From an optimization exercise on the open Yosys and OpenROAD flow, aimed at small area and a short achievable clock period; shortcuts taken in it are not production practice.
At most, simulation tests tie the RTL to the original design; equivalence was not proved.
Power figures rest on the tool's default switching activity, not on a simulated workload.

Setup of rev 12:
==> module mips_prefix, before the edit <==
module mips_prefix
#(
  parameter int W    = 32,
  parameter int ARCH = 0    
)
(
  input  logic [W-1:0] g,
  input  logic [W-1:0] p,
  output logic [W-1:0] gc
);
  localparam int LG = (W <= 2) ? 1 : (W <= 4) ? 2 : (W <= 8) ? 3 : (W <= 16) ? 4 : (W <= 32) ? 5 : 6;
  generate
    if (ARCH == 3)
    begin : g_rip
      logic [W-1:0] r;
      assign r[0] = g[0];
      for (genvar i = 1; i < W; i++)
      begin : g_bit
        assign r[i] = g[i] | (p[i] & r[i-1]);
      end
      assign gc = r;
    end
    else if (ARCH == 1)
    begin : g_bk
      logic [W-1:0] gu [0:LG];
      logic [W-1:0] pu [0:LG];
      logic [W-1:0] gd [0:LG];
      assign gu[0] = g;
      assign pu[0] = p;
      for (genvar l = 0; l < LG; l++)
      begin : g_up
        for (genvar i = 0; i < W; i++)
        begin : g_bit
          if (((i + 1) % (2 << l)) == 0)
          begin : g_op
            assign gu[l+1][i] = gu[l][i] | (pu[l][i] & gu[l][i - (1 << l)]);
            assign pu[l+1][i] = pu[l][i] & pu[l][i - (1 << l)];
          end
          else
          begin : g_cp
            assign gu[l+1][i] = gu[l][i];
            assign pu[l+1][i] = pu[l][i];
          end
        end
      end
      assign gd[0] = gu[LG];
      for (genvar k = 0; k < LG - 1; k++)
      begin : g_dn
        localparam int L = LG - 2 - k;
        for (genvar i = 0; i < W; i++)
        begin : g_bit
          if ((i >= (3 << L) - 1) && (((i + 1 - (1 << L)) % (2 << L)) == 0))
          begin : g_op
            assign gd[k+1][i] = gd[k][i] | (pu[LG][i] & gd[k][i - (1 << L)]);
          end
          else
          begin : g_cp
            assign gd[k+1][i] = gd[k][i];
          end
        end
      end
      assign gc = gd[LG-1];
    end
    else
    begin : g_log
      logic [W-1:0] gl [0:LG];
      logic [W-1:0] pl [0:LG];
      assign gl[0] = g;
      assign pl[0] = p;
      for (genvar l = 0; l < LG; l++)
      begin : g_lvl
        for (genvar i = 0; i < W; i++)
        begin : g_bit
          localparam int J = (ARCH == 0) ? ((i >> l) << l) - 1 : i - (1 << l);
          if ((ARCH == 0) ? (((i >> l) & 1) == 1) : (i >= (1 << l)))
          begin : g_op
            assign gl[l+1][i] = gl[l][i] | (pl[l][i] & gl[l][J]);
            assign pl[l+1][i] = pl[l][i] & pl[l][J];
          end
          else
          begin : g_cp
            assign gl[l+1][i] = gl[l][i];
            assign pl[l+1][i] = pl[l][i];
          end
        end
      end
      assign gc = gl[LG];
    end
  endgenerate
endmodule
clock: 8.0 ns
lec_check: 0
cap_margin: 20
core_margin: 2
core_utilization: 50
setup_slack_margin: 3.0
slew_margin: 20
buffer_ports_args: -buffer_cell sky130_fd_sc_hd__buf_1
standard.sh (not shown) runs the stock make flow with config.mk's settings and CLKGATE_MAP_FILE= SYNTH_SCRIPT=/design/flow/synth_recipe.tcl, a recipe that flattens the netlist after the stock synthesis.
==> flow/flow/run.sh <==
#!/bin/bash
set -e
echo "export BUFFER_PORTS_ARGS = -buffer_cell sky130_fd_sc_hd__buf_1" >> config.mk
export BUFFER_PORTS_ARGS="-buffer_cell sky130_fd_sc_hd__buf_1"
bash standard.sh > standard.log 2>&1
--- input diff rev 12..rev 13 ---
--- a/flow/design.v
+++ b/flow/design.v
@@ -264,5 +264,5 @@
   output logic [W-1:0] gc
 );
-  localparam int LG = (W <= 2) ? 1 : (W <= 4) ? 2 : (W <= 8) ? 3 : (W <= 16) ? 4 : (W <= 32) ? 5 : 6;
+  localparam int LG = $clog2(W);
   generate
     if (ARCH == 3)
### Flow results
Rev 13 ended with every stage complete and zero timing, DRC or antenna violations. In summary, rev 12 completed successfully, with a layout that passed the timing, design-rule and antenna checks. Delta (rev 13 minus rev 12): placer's final routability congestion estimate comparable, wire length of the first global-routing pass about even, antenna diode count barely changed, clock buffer count in the final layout now sits at about the same level, setup slack now sits at about the same level. Comparing rev 13 against rev 12, there is no change at all in worst IR drop on VDD. Changes observed in rev 13 relative to rev 12: via count was more or less identical; share of total power consumed by net switching was more or less identical; post-detailed-routing wire length was more or less identical; placement-stage cell area was more or less identical; count of standard-cell rows was more or less identical. Status: non-clock buffer instance count of the final layout parity (rev 13, rev 12).
For rev 13, only the layout was checked, not whether the RTL still works.

========
JK:
Starting RTL as in the previous note.
==> module mips_field_decode, before the edit <==
module mips_field_decode
(
  input  logic [WORD_W-1:0]     instr,
  output logic                  imm_op,      
  output logic                  imm_sext,    
  output logic                  sub,         
  output logic                  sh_var,      
  output logic                  sh_left,
  output logic                  sh_arith,
  output logic [1:0]            lop,         
  output logic                  sel_sum,
  output logic                  sel_logic,
  output logic                  sel_less,
  output logic                  less_uns,
  output logic                  sel_sll,
  output logic                  sel_sr,
  output logic                  sel_lui,
  output logic                  sel_link,
  output logic                  br_r,        
  output logic                  br_regimm,   
  output logic                  br_j,        
  output logic                  br_eq,       
  output logic                  br_lez,      
  output logic                  br_inv,      
  output logic                  br_target,   
  output logic                  tgt_jr,
  output logic                  tgt_j,
  output logic                  writes_reg,
  output logic [REG_ADDR_W-1:0] waddr,
  output logic                  checks_ov,
  output logic                  reserved
);
  logic [5:0] op;
  logic [5:0] fn;
  logic [4:0] f_rt;
  logic [4:0] f_rd;
  logic       op_lo0;    
  logic       r_t;       
  logic       i_t;       
  logic       jal;
  logic       fn_ok;
  logic       wr;
  assign op   = instr[31:26];
  assign fn   = instr[5:0];
  assign f_rt = instr[20:16];
  assign f_rd = instr[15:11];
  assign op_lo0 = (op[3:0] == 4'b0000);
  assign r_t    = op_lo0;
  assign i_t    = op[3];
  assign jal    = (op[3:0] == 4'b0011);
  always_comb
  begin
    case (fn)
      6'h00, 6'h02, 6'h03, 6'h04, 6'h06, 6'h07, 6'h08, 6'h09,
      6'h20, 6'h21, 6'h22, 6'h23, 6'h24, 6'h25, 6'h26, 6'h27,
      6'h2a, 6'h2b: fn_ok = 1'b1;
      default:      fn_ok = 1'b0;
    endcase
  end
  always_comb
  begin
    reserved = 1'b0;
    if (op[5:4] != 2'b00)
      reserved = 1'b1;
    else if (op[3:0] == 4'b0000)
      reserved = ~fn_ok;
    else if (op[3:0] == 4'b0001)
      reserved = (f_rt[4:1] != 4'b0000);
  end
  assign imm_op   = i_t;
  assign imm_sext = ~op[2];
  assign sub      = i_t ? op[1] : (fn[1] & ~op[2]);
  assign sh_var   = fn[2];
  assign sh_left  = ~fn[1];
  assign sh_arith = fn[0];
  assign lop      = i_t ? op[1:0] : fn[1:0];
  assign sel_sum   = (r_t & fn[5] & ~fn[3] & ~fn[2]) | (i_t & ~op[2] & ~op[1]);
  assign sel_logic = (r_t & fn[5] & ~fn[3] & fn[2]) | (i_t & op[2] & ~(op[1] & op[0]));
  assign sel_less  = (r_t & fn[5] & fn[3]) | (i_t & ~op[2] & op[1]);
  assign less_uns  = i_t ? op[0] : fn[0];
  assign sel_sll   = r_t & ~fn[5] & ~fn[3] & ~fn[1];
  assign sel_sr    = r_t & ~fn[5] & ~fn[3] & fn[1];
  assign sel_lui   = i_t & (op[2:0] == 3'b111);
  assign sel_link  = (r_t & ~fn[5] & fn[3]) | jal;
  assign br_r      = r_t & ~fn[5] & fn[3];
  assign br_regimm = (op[3:0] == 4'b0001);
  assign br_j      = (op[3:1] == 3'b001);
  assign br_eq     = (op[3:1] == 3'b010);
  assign br_lez    = (op[3:1] == 3'b011);
  assign br_inv    = br_regimm ? f_rt[0] : op[0];
  assign br_target = (op[5:3] == 3'b000) &
                     ((op[2:0] == 3'b000) ? (fn[5:1] == 5'b00100) :
                      (op[2:0] == 3'b001) ? (f_rt[4:1] == 4'b0000) : 1'b1);
  assign tgt_jr    = ~op[2] & ~op[1] & ~op[0];
  assign tgt_j     = ~op[2] & op[1];
  assign wr         = (r_t & ~(~fn[5] & fn[3] & ~fn[0])) | i_t | jal;
  assign waddr      = op[3] ? f_rt : (f_rd | {5{op[0]}});
  assign writes_reg = wr & (waddr != 5'd0);
  assign checks_ov  = (r_t & fn[5] & ~fn[3] & ~fn[2] & ~fn[0]) |
                      (op[3] & ~op[2] & ~op[1] & ~op[0]);
endmodule
==> module mips_alu, before the edit <==
module mips_alu
#(
  parameter int ADDER = 0    
)
(
  input  logic [WORD_W-1:0] rs_data,
  input  logic [WORD_W-1:0] rt_data,
  input  logic [15:0]       imm,
  input  logic [4:0]        sa,
  input  logic              imm_op,
  input  logic              imm_sext,
  input  logic              sub,
  input  logic              sh_var,
  input  logic              sh_left,
  input  logic              sh_arith,
  input  logic [1:0]        lop,
  input  logic              sel_sum,
  input  logic              sel_logic,
  input  logic              sel_less,
  input  logic              less_uns,
  input  logic              sel_sll,
  input  logic              sel_sr,
  input  logic              sel_lui,
  output logic [WORD_W-1:0] result,
  output logic              overflow,
  output logic              equal
);
  localparam int N = WORD_W;
  logic [N-1:0] a;
  logic [N-1:0] b;
  logic [N-1:0] bx;
  logic [N-1:0] p;
  logic [N-1:0] g;
  logic [N:0]   c;       
  logic [N-1:0] sum;
  logic         less;
  logic [N-1:0] logic_r;
  assign a = rs_data;
  assign b = imm_op ? {{16{imm_sext & imm[15]}}, imm} : rt_data;
  assign bx = b ^ {N{sub}};
  assign p  = a ^ bx;
  assign g  = a & bx;
  logic [N-1:0] gc;
  mips_prefix #(.W(N), .ARCH(ADDER)) i_prefix (
    .g  ({g[N-1:1], g[0] | (p[0] & sub)}),
    .p  (p),
    .gc (gc)
  );
  assign c[N:1] = gc;
  assign c[0] = sub;
  assign sum  = p ^ c[N-1:0];
  assign overflow = c[N-1] ^ c[N];
  assign less  = less_uns ? ~c[N] : (p[N-1] ^ c[N]);
  assign equal = ~|p;
  logic lg_g;
  logic lg_o;
  logic lg_x;
  logic lg_n;
  assign lg_g = sel_logic & (lop == 2'b00);
  assign lg_o = sel_logic & (lop == 2'b01);
  assign lg_x = sel_logic & (lop == 2'b10);
  assign lg_n = sel_logic & (lop == 2'b11);
  assign logic_r = ({N{lg_g}} & g) | ({N{lg_o}} & (p | g)) | ({N{lg_x}} & ~p)
                 | ({N{lg_n}} & ~(a | b));
  logic [4:0]   shamt;
  logic [N-1:0] sh_in;
  logic [N-1:0] sh_out;
  logic         fill;
  assign shamt = sh_var ? rs_data[4:0] : sa;
  assign fill  = sh_arith & rt_data[N-1];
  always_comb
  begin
    for (int i = 0; i < N; i++)
      sh_in[i] = sh_left ? rt_data[N-1-i] : rt_data[i];
  end
  logic [N-1:0] s1, s2, s3, s4;
  assign s1     = shamt[4] ? {{16{fill}}, sh_in[N-1:16]} : sh_in;
  assign s2     = shamt[3] ? {{8{fill}},  s1[N-1:8]}     : s1;
  assign s3     = shamt[2] ? {{4{fill}},  s2[N-1:4]}     : s2;
  assign s4     = shamt[1] ? {{2{fill}},  s3[N-1:2]}     : s3;
  assign sh_out = shamt[0] ? {fill,       s4[N-1:1]}     : s4;
  logic [N-1:0] sh_rev;
  always_comb
  begin
    for (int i = 0; i < N; i++)
      sh_rev[i] = sh_out[N-1-i];
  end
  assign result = ({N{sel_sum}}   & sum)
                | logic_r
                | ({N{sel_less}}  & {{(N-1){1'b0}}, less})
                | ({N{sel_sll}}   & sh_rev)
                | ({N{sel_sr}}    & sh_out)
                | ({N{sel_lui}}   & {imm, 16'h0000});
endmodule
Settings: LEC_CHECK=0, CAP_MARGIN=20, CORE_MARGIN=2, CORE_UTILIZATION=50, PLACE_DENSITY=0.75, SETUP_SLACK_MARGIN=3.0, SLEW_MARGIN=20, BUFFER_PORTS_ARGS=-buffer_cell sky130_fd_sc_hd__buf_1; clock period 8.0 ns.
Scripts as last shown in full above: flow/flow/run.sh
JK reached the final stage; the timing, design-rule and antenna checks on its layout passed.
diff inputs: JK => AL
--- a/flow/design.v
+++ b/flow/design.v
@@ -125,22 +125,22 @@
     else if (op[3:0] == 4'b0001)
       reserved = (f_rt[4:1] != 4'b0000);
   end
   assign imm_op   = i_t;
   assign imm_sext = ~op[2];
-  assign sub      = i_t ? op[1] : (fn[1] & ~op[2]);
+  assign sub      = i_t ? op[1] : fn[1];
   assign sh_var   = fn[2];
   assign sh_left  = ~fn[1];
   assign sh_arith = fn[0];
   assign lop      = i_t ? op[1:0] : fn[1:0];
-  assign sel_sum   = (r_t & fn[5] & ~fn[3] & ~fn[2]) | (i_t & ~op[2] & ~op[1]);
-  assign sel_logic = (r_t & fn[5] & ~fn[3] & fn[2]) | (i_t & op[2] & ~(op[1] & op[0]));
-  assign sel_less  = (r_t & fn[5] & fn[3]) | (i_t & ~op[2] & op[1]);
+  assign sel_sum   = i_t ? (~op[2] & ~op[1]) : (fn[5] & ~fn[3] & ~fn[2]);
+  assign sel_logic = i_t ? (op[2] & ~(op[1] & op[0])) : (fn[5] & fn[2]);
+  assign sel_less  = i_t ? (~op[2] & op[1]) : (fn[5] & fn[3]);
   assign less_uns  = i_t ? op[0] : fn[0];
-  assign sel_sll   = r_t & ~fn[5] & ~fn[3] & ~fn[1];
-  assign sel_sr    = r_t & ~fn[5] & ~fn[3] & fn[1];
-  assign sel_lui   = i_t & (op[2:0] == 3'b111);
+  assign sel_sll   = ~i_t & ~fn[5] & ~fn[1];
+  assign sel_sr    = ~i_t & ~fn[5] & fn[1];
+  assign sel_lui   = i_t & op[2] & op[1] & op[0];
   assign sel_link  = (r_t & ~fn[5] & fn[3]) | jal;
   assign br_r      = r_t & ~fn[5] & fn[3];
   assign br_regimm = (op[3:0] == 4'b0001);
   assign br_j      = (op[3:1] == 3'b001);
   assign br_eq     = (op[3:1] == 3'b010);
@@ -187,22 +187,24 @@
   output logic              equal
 );
   localparam int N = WORD_W;
   logic [N-1:0] a;
   logic [N-1:0] b;
-  logic [N-1:0] bx;
   logic [N-1:0] p;
   logic [N-1:0] g;
   logic [N:0]   c;       
   logic [N-1:0] sum;
   logic         less;
   logic [N-1:0] logic_r;
   assign a = rs_data;
   assign b = imm_op ? {{16{imm_sext & imm[15]}}, imm} : rt_data;
-  assign bx = b ^ {N{sub}};
-  assign p  = a ^ bx;
-  assign g  = a & bx;
+  logic [N-1:0] x;
+  logic [N-1:0] h;
+  assign x = a ^ b;
+  assign h = a & b;
+  assign p = x ^ {N{sub}};
+  assign g = sub ? (a & ~b) : h;
   logic [N-1:0] gc;
   mips_prefix #(.W(N), .ARCH(ADDER)) i_prefix (
     .g  ({g[N-1:1], g[0] | (p[0] & sub)}),
     .p  (p),
     .gc (gc)
@@ -210,21 +212,22 @@
   assign c[N:1] = gc;
   assign c[0] = sub;
   assign sum  = p ^ c[N-1:0];
   assign overflow = c[N-1] ^ c[N];
   assign less  = less_uns ? ~c[N] : (p[N-1] ^ c[N]);
-  assign equal = ~|p;
-  logic lg_g;
-  logic lg_o;
-  logic lg_x;
-  logic lg_n;
-  assign lg_g = sel_logic & (lop == 2'b00);
+  assign equal = ~|x;
+  logic [N-1:0] o;
+  logic         lg_h;
+  logic         lg_o;
+  logic         lg_x;
+  logic         lg_n;
+  assign o    = x | h;
+  assign lg_h = sel_logic & (lop == 2'b00);
   assign lg_o = sel_logic & (lop == 2'b01);
   assign lg_x = sel_logic & (lop == 2'b10);
   assign lg_n = sel_logic & (lop == 2'b11);
-  assign logic_r = ({N{lg_g}} & g) | ({N{lg_o}} & (p | g)) | ({N{lg_x}} & ~p)
-                 | ({N{lg_n}} & ~(a | b));
+  assign logic_r = ({N{lg_h}} & h) | ({N{lg_o}} & o) | ({N{lg_x}} & x) | ({N{lg_n}} & ~o);
   logic [4:0]   shamt;
   logic [N-1:0] sh_in;
   logic [N-1:0] sh_out;
   logic         fill;
   assign shamt = sh_var ? rs_data[4:0] : sa;
@@ -244,16 +247,17 @@
   always_comb
   begin
     for (int i = 0; i < N; i++)
       sh_rev[i] = sh_out[N-1-i];
   end
-  assign result = ({N{sel_sum}}   & sum)
-                | logic_r
-                | ({N{sel_less}}  & {{(N-1){1'b0}}, less})
-                | ({N{sel_sll}}   & sh_rev)
-                | ({N{sel_sr}}    & sh_out)
-                | ({N{sel_lui}}   & {imm, 16'h0000});
+  logic [N-1:0] other;
+  assign other = logic_r
+               | ({N{sel_sll}} & sh_rev)
+               | ({N{sel_sr}}  & sh_out)
+               | ({N{sel_lui}} & {imm, 16'h0000});
+  assign result[N-1:1] = sel_sum ? sum[N-1:1] : other[N-1:1];
+  assign result[0]     = sel_sum ? sum[0] : (sel_less ? less : other[0]);
 endmodule
 module mips_prefix
 #(
   parameter int W    = 32,
   parameter int ARCH = 0    
### Flow results
- Changes observed in AL relative to JK: detailed-routing wirelength on met1 has increased; first-pass GRT wire length has increased; area after synthesis has increased; fraction of the core area covered by cells at the end of the flow has decreased.
- The number of antenna violations at the first check in global routing reported for AL is smaller than that of JK by 2.
- AL reached the end of the flow, and the finished layout is clean on the timing, design-rule and antenna checks.
- Of AL and JK, it is AL that has the lower critical path buffer and inverter count.
- Final instance area delta for AL relative to JK: 6.9% higher
- Row height of the die: AL higher / JK lower
- Comparing JK against AL, there is no change at all in aggregate negative setup slack.
- Where wire length after detailed routing is concerned, JK is better than AL.
- AL: relative area change from synthesis to final layout is 3.2 points lower than what JK reported.
Function not checked in AL: the RTL went through the layout flow alone.

## separate check: timing with driven ports
In the flow no input, the clock included, has a driving cell. The finished layouts below were timed again as built, in two steps.
Step 1 assumes that a clkbuf_16 drives the clock port and a buf_2 every other input.
Step 2, shift: input delay + t, output delay - t, t = (earliest + latest rising clock arrival at the registers) / 2. This alone moves slack from input paths to output paths.
a / b / c = ideal / step 1 / step 2; a / b = the first two.
run | t, ns | setup slack, ns | latest minus earliest clock arrival (ns) | worst register clock-pin slew, ns | pins driven straight from the clock port
rev 12 | 0.410 | 3.033 / 3.017 / 2.607 | 0.019 / 0.019 | 0.08 / 0.08 | 1
rev 13 | 0.410 | 3.033 / 3.017 / 2.607 | 0.019 / 0.019 | 0.08 / 0.08 | 1
JK | 0.401 | 2.983 / 2.985 / 2.584 | 0.018 / 0.018 | 0.08 / 0.08 | 1
AL | 0.407 | 3.028 / 3.018 / 2.610 | 0.014 / 0.015 | 0.08 / 0.08 | 1
After both steps every run listed still meets setup and hold.
